From an optimization exercise on the open Yosys and OpenROAD flow, aimed at small area; shortcuts taken in it are not production practice.
At most, simulation tests tie the RTL to the original design; equivalence was not proved.
No activity file was given, so power comes from the tool's default toggle rates.

==> trial 78 <==
==> flow/design.v <==
`default_nettype none
package qpu_pkg;
  localparam int XLEN        = 32;
  localparam int INSTR_WIDTH = 32;
  localparam int RFIDX_WIDTH = 4;
  localparam int IMM_WIDTH   = 16;
  localparam int TIME_WIDTH  = 20;
  localparam int QUBIT_NUM   = 8;
  localparam int RF_NUM = 2 ** RFIDX_WIDTH;
  typedef logic [INSTR_WIDTH-1:0] instr_t;
  typedef logic [XLEN-1:0]        data_t;
  typedef logic [RFIDX_WIDTH-1:0] rfidx_t;
  typedef logic [TIME_WIDTH-1:0]  time_t;
  typedef logic [QUBIT_NUM-1:0]   qubits_t;
  typedef enum logic [3:0] {
    OP_NOP     = 4'd0,
    OP_ADD     = 4'd1,
    OP_ADDI    = 4'd2,
    OP_QWAIT   = 4'd3,
    OP_MEASURE = 4'd4,
    OP_FMR     = 4'd5
  } opcode_e;
endpackage
`default_nettype wire
`timescale 1ns/1ns
`default_nettype none
module qpu_exu_fa
(
  input  logic a,
  input  logic b,
  input  logic ci,
  output logic s,
  output logic co
);
  assign s  = a ^ b ^ ci;
  assign co = (a & b) | (ci & (a ^ b));
endmodule
module qpu_exu_ha
(
  input  logic a,
  input  logic b,
  output logic s,
  output logic co
);
  assign s  = a ^ b;
  assign co = a & b;
endmodule
module qpu_exu_alu
#(
  parameter int NB = 5,
  parameter logic [8*NB+7:0] BND = {8'd32, 8'd26, 8'd20, 8'd14, 8'd7, 8'd0}
)
(
  input  logic [31:0] i_a,
  input  logic [31:0] i_b,
  output logic [31:0] o_sum
);
  logic [NB:0] bc;
  assign bc[0] = 1'b0;
  for (genvar k = 0; k < NB; k++)
  begin : g_blk
    localparam int LO = int'(BND[8*k +: 8]);
    localparam int HI = int'(BND[8*(k+1) +: 8]);
    localparam int W  = HI - LO;
    logic [W:1]   c0;    
    logic [W-1:0] s0;    
    qpu_exu_ha u_ha0 (.a (i_a[LO]), .b (i_b[LO]), .s (s0[0]), .co (c0[1]));
    for (genvar i = 1; i < W; i++)
    begin : g_fa
      qpu_exu_fa u_fa (.a (i_a[LO+i]), .b (i_b[LO+i]), .ci (c0[i]), .s (s0[i]), .co (c0[i+1]));
    end
    if (k == 0)
    begin : g_first
      assign o_sum[HI-1:LO] = s0;
      assign bc[k+1] = c0[W];
    end
    else
    begin : g_inc
      logic [W-1:0] t;   
      assign t[0] = bc[k];
      for (genvar i = 0; i < W-1; i++)
      begin : g_ha
        qpu_exu_ha u_ha (.a (s0[i]), .b (t[i]), .s (o_sum[LO+i]), .co (t[i+1]));
      end
      assign o_sum[HI-1] = s0[W-1] ^ t[W-1];
      assign bc[k+1] = c0[W] | (bc[k] & (&s0));
    end
  end
endmodule
`default_nettype wire
`timescale 1ns/1ns
`default_nettype none
module qpu_exu_aoi222
(
  input  logic s0, d0,
  input  logic s1, d1,
  input  logic s2, d2,
  output logic y
);
  assign y = !((s0 && d0) || (s1 && d1) || (s2 && d2));
endmodule
module qpu_exu_sel
(
  input  logic        i_en,
  input  logic [15:1] i_vld,
  input  logic [3:0]  i_idx,
  output logic [15:1] o_sel
);
  always_comb
    for (int i = 1; i < 16; i++)
      o_sel[i] = i_en && i_vld[i] && (i_idx == 4'(i));
endmodule
module qpu_exu_hold
(
  input  logic en,
  input  logic en_n,
  input  logic w,
  input  logic q,
  output logic d
);
  assign d = (en && w) || (en_n && q);
endmodule
module qpu_exu_holdv
#(
  parameter int W = 1
)
(
  input  logic         en,
  input  logic [W-1:0] w,
  input  logic [W-1:0] q,
  output logic [W-1:0] d
);
  for (genvar b = 0; b < W; b++)
  begin : g_bit
    qpu_exu_hold u_hold (.en (en), .en_n (!en), .w (w[b]), .q (q[b]), .d (d[b]));
  end
endmodule
`default_nettype wire
`timescale 1ns/1ns
`default_nettype none
import qpu_pkg::*;
module qpu_exu
(
  input  logic    clk,
  input  logic    i_arst_n,
  input  logic    i_instr_valid,
  output logic    o_instr_ready,
  input  qpu_pkg::instr_t  i_instr,
  output logic    o_tiq_valid,
  input  logic    i_tiq_ready,
  output qpu_pkg::time_t   o_tiq_time,
  output logic    o_evq_valid,
  input  logic    i_evq_ready,
  output qpu_pkg::time_t   o_evq_time,
  output qpu_pkg::qubits_t o_evq_qubits,
  input  logic    i_mcu_valid,
  input  qpu_pkg::qubits_t i_mcu_result,
  output logic    o_wb_valid,
  output qpu_pkg::rfidx_t  o_wb_rdidx,
  output qpu_pkg::data_t   o_wb_data
);
  logic [3:0]  op;
  logic [3:0]  rd, rs1, rs2;
  logic [15:0] imm;
  assign op  = i_instr[31:28];
  assign rd  = i_instr[27:24];
  assign rs1 = i_instr[23:20];
  assign rs2 = i_instr[19:16];
  assign imm = i_instr[15:0];
  logic is_add, is_addi, is_qwait, is_meas, is_fmr, is_wb;
  assign is_add   = (op == 4'd1);
  assign is_addi  = (op == 4'd2);
  assign is_qwait = (op == 4'd3);
  assign is_meas  = (op == 4'd4);
  assign is_fmr   = (op == 4'd5);
  assign is_wb    = is_add | is_addi | is_fmr;
  logic a_rf, a_time, b_rf, b_imm, b_sext, b_fmr;
  assign a_rf   = !op[2] && !(op[1] && op[0]);                  
  assign a_time = (op[1] && op[0]) || (op[2] && !op[0]);        
  assign b_rf   = !op[2] && !op[1] && op[0];                    
  assign b_imm  = !op[2] && op[1];                              
  assign b_sext = !op[2] && op[1] && !op[0];                    
  assign b_fmr  = op[2] && op[0];                               
  qpu_pkg::data_t regs [1:15];
  logic [15:1]    rf_vld;
  qpu_pkg::time_t time_q;
  logic           time_vld;
  qpu_pkg::qubits_t meas_q;
  qpu_pkg::qubits_t oitf_mem [4];
  logic [3:0] oitf_vld;
  logic [3:0] wr_oh;      
  logic       oitf_full;
  logic [3:0] head_oh;
  qpu_pkg::qubits_t head_mask, last_mask;
  qpu_pkg::qubits_t pending;
  always_comb
  begin
    pending = '0;
    for (int i = 0; i < 4; i++)
      if (oitf_vld[i])
        pending = pending | oitf_mem[i];
  end
  logic fmr_stall, meas_stall, qwait_stall, issue;
  assign fmr_stall   = is_fmr && pending[imm[2:0]];
  assign meas_stall  = is_meas && (oitf_full || (o_evq_valid && !i_evq_ready));
  assign qwait_stall = is_qwait && o_tiq_valid && !i_tiq_ready;
  assign o_instr_ready = !(fmr_stall || meas_stall || qwait_stall);
  assign issue = i_instr_valid && o_instr_ready;
  logic [15:1] sel_a [2];
  logic [15:1] sel_b [2];
  for (genvar h = 0; h < 2; h++)
  begin : g_sel
    qpu_exu_sel u_sel_a (.i_en (a_rf), .i_vld (rf_vld), .i_idx (rs1), .o_sel (sel_a[h]));
    qpu_exu_sel u_sel_b (.i_en (b_rf), .i_vld (rf_vld), .i_idx (rs2), .o_sel (sel_b[h]));
  end
  logic [4:0] ya [32];
  logic [4:0] yb [32];
  for (genvar b = 0; b < 32; b++)
  begin : g_rd
    for (genvar g = 0; g < 5; g++)
    begin : g_grp
      qpu_exu_aoi222 u_a (
        .s0 (sel_a[b/16][3*g+1]), .d0 (regs[3*g+1][b]),
        .s1 (sel_a[b/16][3*g+2]), .d1 (regs[3*g+2][b]),
        .s2 (sel_a[b/16][3*g+3]), .d2 (regs[3*g+3][b]),
        .y  (ya[b][g])
      );
      qpu_exu_aoi222 u_b (
        .s0 (sel_b[b/16][3*g+1]), .d0 (regs[3*g+1][b]),
        .s1 (sel_b[b/16][3*g+2]), .d1 (regs[3*g+2][b]),
        .s2 (sel_b[b/16][3*g+3]), .d2 (regs[3*g+3][b]),
        .y  (yb[b][g])
      );
    end
  end
  qpu_pkg::data_t opa, opb, sum;
  always_comb
  begin
    for (int b = 0; b < 32; b++)
    begin
      opa[b] = !(&ya[b]);
      opb[b] = !(&yb[b]);
    end
    opa[19:0] = opa[19:0] | ({20{a_time && time_vld}} & time_q);
    opb[15:0] = opb[15:0] | ({16{b_imm}} & imm);
    opb[31:16] = opb[31:16] | {16{b_sext && imm[15]}};
    opb[0] = opb[0] | (b_fmr && meas_q[imm[2:0]]);
  end
  qpu_exu_alu u_add (.i_a(opa), .i_b(opb), .o_sum(sum));
  logic rf_we;
  assign rf_we = issue && is_wb;
  logic [15:1] rf_wen;
  always_comb
    for (int i = 1; i < 16; i++)
      rf_wen[i] = rf_we && (rd == 4'(i));
  qpu_pkg::data_t regs_d [1:15];
  for (genvar i = 1; i < 16; i++)
  begin : g_rf
    for (genvar b = 0; b < 32; b++)
    begin : g_bit
      qpu_exu_hold u_hold (
        .en   (rf_wen[i]),
        .en_n (!rf_wen[i]),
        .w    (sum[b]),
        .q    (regs[i][b]),
        .d    (regs_d[i][b])
      );
    end
  end
  always_ff @(posedge clk)
  begin
    for (int i = 1; i < 16; i++)
      regs[i] <= regs_d[i];
  end
  always_ff @(posedge clk or negedge i_arst_n)
  begin
    if (!i_arst_n)
    begin
      rf_vld   <= '0;
      time_vld <= 1'b0;
    end
    else
    begin
      for (int i = 1; i < 16; i++)
        if (rf_we && (rd == 4'(i)))
          rf_vld[i] <= 1'b1;
      if (issue && is_qwait)
        time_vld <= 1'b1;
    end
  end
  logic issue_qwait;
  assign issue_qwait = issue && is_qwait;
  qpu_pkg::time_t time_d;
  qpu_exu_holdv #(.W(20)) u_time_hold (
    .en (issue_qwait), .w (sum[19:0]), .q (time_q), .d (time_d)
  );
  always_ff @(posedge clk)
    time_q <= time_d;
  assign o_tiq_time = time_q;
  logic oitf_push, oitf_pop;
  assign oitf_push = issue && is_meas;
  assign oitf_pop  = i_mcu_valid;
  assign oitf_full = &oitf_vld;
  always_comb
  begin
    for (int e = 0; e < 4; e++)
      head_oh[e] = oitf_full ? wr_oh[e] : (oitf_vld[e] && !oitf_vld[(e+3)%4]);
    head_mask = '0;
    last_mask = '0;
    for (int e = 0; e < 4; e++)
    begin
      head_mask = head_mask | ({8{head_oh[e]}} & oitf_mem[e]);
      last_mask = last_mask | ({8{wr_oh[(e+1)%4]}} & oitf_mem[e]);
    end
  end
  always_ff @(posedge clk or negedge i_arst_n)
  begin
    if (!i_arst_n)
    begin
      oitf_vld <= '0;
      wr_oh    <= 4'b0001;
      meas_q   <= '0;
    end
    else
    begin
      for (int e = 0; e < 4; e++)
        oitf_vld[e] <= (oitf_push && wr_oh[e]) || (oitf_vld[e] && !(oitf_pop && head_oh[e]));
      if (oitf_push)
        wr_oh <= {wr_oh[2:0], wr_oh[3]};
      if (oitf_pop)
        meas_q <= (meas_q & ~head_mask) | (i_mcu_result & head_mask);
    end
  end
  for (genvar e = 0; e < 4; e++)
  begin : g_oitf
    qpu_pkg::qubits_t mem_d;
    qpu_exu_holdv #(.W(8)) u_hold (
      .en (oitf_push && wr_oh[e]), .w (imm[7:0]), .q (oitf_mem[e]), .d (mem_d)
    );
    always_ff @(posedge clk)
      oitf_mem[e] <= mem_d;
  end
  assign o_evq_qubits = last_mask;
  qpu_pkg::time_t   evq_time_d;
  qpu_exu_holdv #(.W(20)) u_evq_time_hold (
    .en (oitf_push), .w (sum[19:0]), .q (o_evq_time), .d (evq_time_d)
  );
  always_ff @(posedge clk or negedge i_arst_n)
  begin
    if (!i_arst_n)
    begin
      o_tiq_valid <= 1'b0;
      o_evq_valid <= 1'b0;
      o_wb_valid  <= 1'b0;
    end
    else
    begin
      if (issue && is_qwait)
        o_tiq_valid <= 1'b1;
      else if (i_tiq_ready)
        o_tiq_valid <= 1'b0;
      if (oitf_push)
        o_evq_valid <= 1'b1;
      else if (i_evq_ready)
        o_evq_valid <= 1'b0;
      o_wb_valid <= rf_we;
    end
  end
  always_ff @(posedge clk)
  begin
    o_evq_time   <= evq_time_d;
    o_wb_rdidx <= rd;
    o_wb_data  <= sum;
  end
endmodule
`default_nettype wire
==> flow/flow/run.sh <==
#!/bin/bash
# Standard ORFS layout with smaller port buffers and a leaner clock tree.
set -euo pipefail
bash standard.sh \
  BUFFER_PORTS_ARGS="-buffer_cell sky130_fd_sc_hd__buf_1" \
  CTS_ARGS="-sink_clustering_enable -repair_clock_nets -dont_use_dummy_load -buf_list sky130_fd_sc_hd__clkbuf_16 -sink_clustering_size 30 -sink_clustering_max_diameter 80" \
  finish > standard.log 2>&1
==> flow/standard.sh <==
#!/bin/bash
# synth_recipe.tcl (not shown) runs the flow's synth.tcl, then flattens the netlist and writes it again
# the make line also repeats each setting of config.mk as NAME=value (left out here)
make -C /OpenROAD-flow-scripts/flow DESIGN_CONFIG=/design/flow/config.mk WORK_HOME=/design/flow/orfs CLKGATE_MAP_FILE= SYNTH_SCRIPT=/design/flow/synth_recipe.tcl "${@:-finish}"
==> flow/config.mk <==
export PLATFORM = sky130hd
export DESIGN_NAME = qpu_exu
export DESIGN_NICKNAME = qpu_exu
export VERILOG_FILES = /design/flow/design.v
export SDC_FILE = /design/flow/constraint.sdc
export NUM_CORES = 4
export LEC_CHECK = 0
export CAP_MARGIN = 10
export CORE_MARGIN = 2
export CORE_UTILIZATION = 40
export SLEW_MARGIN = 10
export SYNTH_HIERARCHICAL = 1
export SYNTH_MINIMUM_KEEP_SIZE = 0
==> flow/constraint.sdc <==
create_clock -name core_clock -period 9.0 [get_ports {clk}]
set_input_delay 1.8000 -clock core_clock [delete_from_list [all_inputs] [get_ports {clk}]]
set_output_delay 1.8000 -clock core_clock [all_outputs]
set_load 0.01 [all_outputs]
==> trial 81: changes against trial 78 <==
--- a/flow/design.v
+++ b/flow/design.v
@@ -100,15 +100,4 @@
   assign y = !((s0 && d0) || (s1 && d1) || (s2 && d2));
 endmodule
-module qpu_exu_sel
-(
-  input  logic        i_en,
-  input  logic [15:1] i_vld,
-  input  logic [3:0]  i_idx,
-  output logic [15:1] o_sel
-);
-  always_comb
-    for (int i = 1; i < 16; i++)
-      o_sel[i] = i_en && i_vld[i] && (i_idx == 4'(i));
-endmodule
 module qpu_exu_hold
 (
@@ -207,10 +196,12 @@
   assign o_instr_ready = !(fmr_stall || meas_stall || qwait_stall);
   assign issue = i_instr_valid && o_instr_ready;
-  logic [15:1] sel_a [2];
-  logic [15:1] sel_b [2];
-  for (genvar h = 0; h < 2; h++)
-  begin : g_sel
-    qpu_exu_sel u_sel_a (.i_en (a_rf), .i_vld (rf_vld), .i_idx (rs1), .o_sel (sel_a[h]));
-    qpu_exu_sel u_sel_b (.i_en (b_rf), .i_vld (rf_vld), .i_idx (rs2), .o_sel (sel_b[h]));
+  logic [15:1] sel_a, sel_b;
+  always_comb
+  begin
+    for (int i = 1; i < 16; i++)
+    begin
+      sel_a[i] = a_rf && rf_vld[i] && (rs1 == 4'(i));
+      sel_b[i] = b_rf && rf_vld[i] && (rs2 == 4'(i));
+    end
   end
   logic [4:0] ya [32];
@@ -221,13 +212,13 @@
     begin : g_grp
       qpu_exu_aoi222 u_a (
-        .s0 (sel_a[b/16][3*g+1]), .d0 (regs[3*g+1][b]),
-        .s1 (sel_a[b/16][3*g+2]), .d1 (regs[3*g+2][b]),
-        .s2 (sel_a[b/16][3*g+3]), .d2 (regs[3*g+3][b]),
+        .s0 (sel_a[3*g+1]), .d0 (regs[3*g+1][b]),
+        .s1 (sel_a[3*g+2]), .d1 (regs[3*g+2][b]),
+        .s2 (sel_a[3*g+3]), .d2 (regs[3*g+3][b]),
         .y  (ya[b][g])
       );
       qpu_exu_aoi222 u_b (
-        .s0 (sel_b[b/16][3*g+1]), .d0 (regs[3*g+1][b]),
-        .s1 (sel_b[b/16][3*g+2]), .d1 (regs[3*g+2][b]),
-        .s2 (sel_b[b/16][3*g+3]), .d2 (regs[3*g+3][b]),
+        .s0 (sel_b[3*g+1]), .d0 (regs[3*g+1][b]),
+        .s1 (sel_b[3*g+2]), .d1 (regs[3*g+2][b]),
+        .s2 (sel_b[3*g+3]), .d2 (regs[3*g+3][b]),
         .y  (yb[b][g])
       );
==> flow/flow/run.sh (replaced) <==
#!/bin/bash
# Standard ORFS layout with smaller port buffers and a leaner clock tree.
set -euo pipefail
bash standard.sh \
  BUFFER_PORTS_ARGS="-buffer_cell sky130_fd_sc_hd__buf_1" \
  CTS_ARGS="-sink_clustering_enable -repair_clock_nets -dont_use_dummy_load -buf_list sky130_fd_sc_hd__clkbuf_16 -sink_clustering_size 24 -sink_clustering_max_diameter 70" \
  finish > standard.log 2>&1
Settings changed: CORE_UTILIZATION 40 to 55.
==> run summary <==
quantity                                            trial 78        trial 81
Depth of the worst register-to-register path              21              20
Post-route clock period utilization                    0.979           0.908
Non-clock buffers, area share                         0.0496          0.0439
Run status                                    finished clean  finished clean
Number of core rows                                       91              77
Post-placement cell area                         0.0272 mm^2     0.0265 mm^2
Multi-input combinational cell area              0.0120 mm^2     0.0118 mm^2
Data arrival time of the critical path               9.33 ns         8.71 ns
Number of multi-input combinational cells              1,395           1,358
Data required time at the worst endpoint             9.52 ns         9.53 ns
Layout Nets                                            2,428           2,358
Fillers                                                5,610           3,640
Part of the power in registers                         0.600           0.598
First-pass GRT wire length                            152 mm          148 mm
Synthesized area                                 0.0248 mm^2     0.0245 mm^2
Grt met1 use                                           0.442           0.556
Only the layout flow was run in trial 78; the RTL was not checked for function there.

-- afterwards: timing with drivers on the ports --
In the flow no input, the clock included, has a driving cell. The finished layouts below were timed again as built, in two steps. Step 1 assumes that a clkbuf_16 drives the clock port and a buf_2 every other input. Step 2, shift: input delay + t, output delay - t, t = (earliest + latest rising clock arrival at the registers) / 2. This alone moves slack from input paths to output paths. Slacks: ideal ports / drivers / drivers and shift; pairs: ideal ports / drivers.
run	shift t [ns]	slack for setup (ns)	worst data-port slew with drivers (ns)
trial 78	0.651	0.193 / 0.221 / -0.430	0.11
trial 81	0.647	0.824 / 0.865 / 0.218	0.08
Met with ideal ports but missed after step 2: setup timing in trial 78. For trial 78, which loses most, drivers alone change the setup slack by +0.028 ns; drivers and shift together by -0.623 ns.
